This is an optimization exercise on Yosys and OpenROAD, whose aim is small area, a short achievable clock period and few clock cycles per item, not a production implementation.

## the previous run
## subbytes_pipe
module subbytes_pipe #(
    parameter int NUM_BYTES = 16,
    parameter int LANE_W    = 8
) (
    input  logic                   clk_i,
    input  logic                   rst_ni,
    input  logic                   in_valid_i,
    output logic                   in_ready_o,
    input  logic [8*NUM_BYTES-1:0] in_data_i,
    input  logic                   inv_i,
    output logic                   out_valid_o,
    input  logic                   out_ready_i,
    output logic [8*NUM_BYTES-1:0] out_data_o,
    output logic                   busy_o
);
==> module subbytes_pipe, before the edit <==
module subbytes_pipe #(
    parameter int NUM_BYTES = 16,
    parameter int LANE_W    = 8
) (
    input  logic                   clk_i,
    input  logic                   rst_ni,
    input  logic                   in_valid_i,
    output logic                   in_ready_o,
    input  logic [8*NUM_BYTES-1:0] in_data_i,
    input  logic                   inv_i,
    output logic                   out_valid_o,
    input  logic                   out_ready_i,
    output logic [8*NUM_BYTES-1:0] out_data_o,
    output logic                   busy_o
);
    if (LANE_W != 8) begin : g_bad_lane_w
        $error("subbytes_pipe: LANE_W must be 8");
    end
    if (NUM_BYTES < 1 || NUM_BYTES > 16) begin : g_bad_num_bytes
        $error("subbytes_pipe: NUM_BYTES must be in 1..16");
    end
    localparam int NB = NUM_BYTES;
    logic            adv;         
    logic            acc;         
    logic            inc;         
    logic            o_free;      
    logic            sp_valid;    
    logic [8*NB-1:0] sp_data;
    logic [8*NB-1:0] res;         
    logic            sp_valid_d;
    logic            o_valid_d;
    logic            v1;
    logic            inv1;
    logic [8*NB-1:0] b1_d, b1_q;
    logic            v2;
    logic            inv2;
    logic [12*NB-1:0] b2_d, b2_q;
    logic            busy_q;
    logic            rdy_q;       
    assign adv        = !sp_valid;
    assign in_ready_o = rdy_q;
    assign acc        = in_valid_i && rdy_q;
    assign inc        = adv && v2;
    assign o_free     = !out_valid_o || out_ready_i;
    assign busy_o     = busy_q;
    for (genvar k = 0; k < NB; k++) begin : g_lane
        sb_x_t u_x_t (.a(in_data_i[8*k +: 8]), .inv(inv_i), .b(b1_d[8*k +: 8]));
        sb_t_te u_t_te (.a(b1_q[8*k +: 8]), .inv(inv1), .b(b2_d[12*k +: 12]));
        sb_te_y u_te_y (.a(b2_q[12*k +: 12]), .inv(inv2), .b(res[8*k +: 8]));
    end
    assign o_valid_d  = o_free ? (sp_valid || inc) : 1'b1;
    assign sp_valid_d = o_free ? (sp_valid && inc) : (sp_valid || inc);
    always_ff @(posedge clk_i or negedge rst_ni) begin
        if (!rst_ni) begin
            rdy_q       <= 1'b1;
            busy_q      <= 1'b0;
            sp_valid    <= 1'b0;
            out_valid_o <= 1'b0;
            v1          <= 1'b0;
            v2          <= 1'b0;
        end else begin
            rdy_q       <= !sp_valid_d;
            sp_valid    <= sp_valid_d;
            out_valid_o <= o_valid_d;
            busy_q      <= o_valid_d || sp_valid_d || (adv ? (acc || v1) : (v1 || v2));
            if (adv) begin
                v1 <= acc;
                v2 <= v1;
            end
        end
    end
    always_ff @(posedge clk_i) begin
        if (adv) begin
            b1_q <= b1_d;
            inv1 <= inv_i;
            b2_q <= b2_d;
            inv2 <= inv1;
        end
        if (!sp_valid) sp_data <= res;
        if (o_free) out_data_o <= sp_valid ? sp_data : res;
    end
endmodule
==> flow/config.mk <==
export PLATFORM = sky130hd
export DESIGN_NAME = subbytes_pipe
export DESIGN_NICKNAME = subbytes_pipe
export VERILOG_FILES = /design/flow/design.v
export SDC_FILE = /design/flow/constraint.sdc
export NUM_CORES = 4
export LEC_CHECK = 0
export CAP_MARGIN = 20
export CORE_MARGIN = 2
export CORE_UTILIZATION = 45
export PLACE_DENSITY = 0.6
export SLEW_MARGIN = 20
export SYNTH_HIERARCHICAL = 1
export SYNTH_MINIMUM_KEEP_SIZE = 0
==> flow/constraint.sdc <==
create_clock -name core_clock -period 13.0 [get_ports {clk_i}]
set_input_delay 2.6000 -clock core_clock [delete_from_list [all_inputs] [get_ports {clk_i}]]
set_output_delay 2.6000 -clock core_clock [all_outputs]
set_load 0.01 [all_outputs]
standard.sh (not shown) runs the stock make flow with config.mk's settings and CLKGATE_MAP_FILE= SYNTH_SCRIPT=/design/flow/synth_recipe.tcl, a recipe that flattens the netlist after the stock synthesis.
==> flow/flow/run.sh <==
#!/bin/bash
# Own layout flow: the standard flow (standard.sh) with two changes that
# only affect how the layout is built:
#  - port buffers use buf_4 instead of the default small delay-buffer cell
#  - repair_timing aims for extra setup slack (SETUP_SLACK_MARGIN), so gates on
#    the critical paths get sized up although the 13 ns clock is met anyway
# Each tool's output goes to standard.log (and ORFS's own per-step logs).
export BUFFER_PORTS_ARGS="-buffer_cell sky130_fd_sc_hd__buf_2"
bash standard.sh finish SETUP_SLACK_MARGIN=${MARGIN:-9.4} > standard.log 2>&1
--- input diff the previous run..the current run ---
diff --git a/flow/design.v b/flow/design.v
--- a/flow/design.v
+++ b/flow/design.v
@@ -25,10 +25,12 @@
     logic            inc;         
     logic            o_free;      
     logic            sp_valid;    
     logic [8*NB-1:0] sp_data;
     logic [8*NB-1:0] res;         
+    logic [8*NB-1:0] o_new;       
+    logic [8*NB-1:0] o_d;         
     logic            sp_valid_d;
     logic            o_valid_d;
     logic            v1;
     logic            inv1;
     logic [8*NB-1:0] b1_d, b1_q;
@@ -46,10 +48,14 @@
     for (genvar k = 0; k < NB; k++) begin : g_lane
         sb_x_t u_x_t (.a(in_data_i[8*k +: 8]), .inv(inv_i), .b(b1_d[8*k +: 8]));
         sb_t_te u_t_te (.a(b1_q[8*k +: 8]), .inv(inv1), .b(b2_d[12*k +: 12]));
         sb_te_y u_te_y (.a(b2_q[12*k +: 12]), .inv(inv2), .b(res[8*k +: 8]));
     end
+    assign o_new = sp_valid ? sp_data : res;
+    for (genvar j = 0; j < 8*NB; j++) begin : g_ohold
+        g_mux2 u_ohold (.s(o_free), .a0(out_data_o[j]), .a1(o_new[j]), .y(o_d[j]));
+    end
     assign o_valid_d  = o_free ? (sp_valid || inc) : 1'b1;
     assign sp_valid_d = o_free ? (sp_valid && inc) : (sp_valid || inc);
     always_ff @(posedge clk_i or negedge rst_ni) begin
         if (!rst_ni) begin
             rdy_q       <= 1'b1;
@@ -75,11 +81,11 @@
             inv1 <= inv_i;
             b2_q <= b2_d;
             inv2 <= inv1;
         end
         if (!sp_valid) sp_data <= res;
-        if (o_free) out_data_o <= sp_valid ? sp_data : res;
+        out_data_o <= o_d;
     end
 endmodule
 module gf16_inv (
     input  logic [3:0] d,
     output logic [3:0] e
@@ -488,8 +494,11 @@
     assign y = ~(a & b & c);
 endmodule
 module g_o22ai (input logic a1, input logic a2, input logic b1, input logic b2, output logic y);
     assign y = ~((a1 | a2) & (b1 | b2));
 endmodule
+module g_mux2 (input logic s, input logic a0, input logic a1, output logic y);
+    assign y = s ? a1 : a0;
+endmodule
 module g_inv (input logic a, output logic y);
     assign y = ~a;
 endmodule
NOTE cell count after placement the previous run->the current run increased by a few percent
Sum of net half-perimeters after detailed placement, the previous run and the current run: lower on the previous run
Of the previous run and the current run, the lower via-per-instance ratio belongs to the current run.
[compare] base=the previous run new=the current run: wire length after detailed routing shows an increase of about 3.4%, number of buffers inserted by port buffering roughly the same.
When the current run is set beside the previous run, its via count turns out to be 1088 larger.
On met1 layer wirelength in the final routing, the lower figure sits with the previous run, not the current run.
No functional check of the RTL was part of any run of this note.

## static timing again, ports no longer ideal
In the flow no input, the clock included, has a driving cell. The finished layouts below were timed again as built, in two steps. Step 1 assumes that a clkbuf_16 drives the clock port and a buf_2 every other input. Step 2 also shifts input and output timing later by t, the mid clock arrival at the registers, as if the neighbouring blocks saw the same clock. Three values: no drivers, after step 1, after step 2; two values: the first two.
run	t, ns	slack for setup (ns)	worst register clock-pin slew, ns	worst data-port slew with drivers (ns)	cell pins on the clock port's net
the previous run	0.675	9.110 / 9.047 / 8.768	0.06 / 0.06	0.12	1
the current run	0.685	9.155 / 9.086 / 8.812	0.06 / 0.06	0.10	1
After both steps every run listed still meets setup and hold. The setup slack of the current run, which loses most, moves by -0.069 ns with the drivers and by -0.343 ns with both steps.
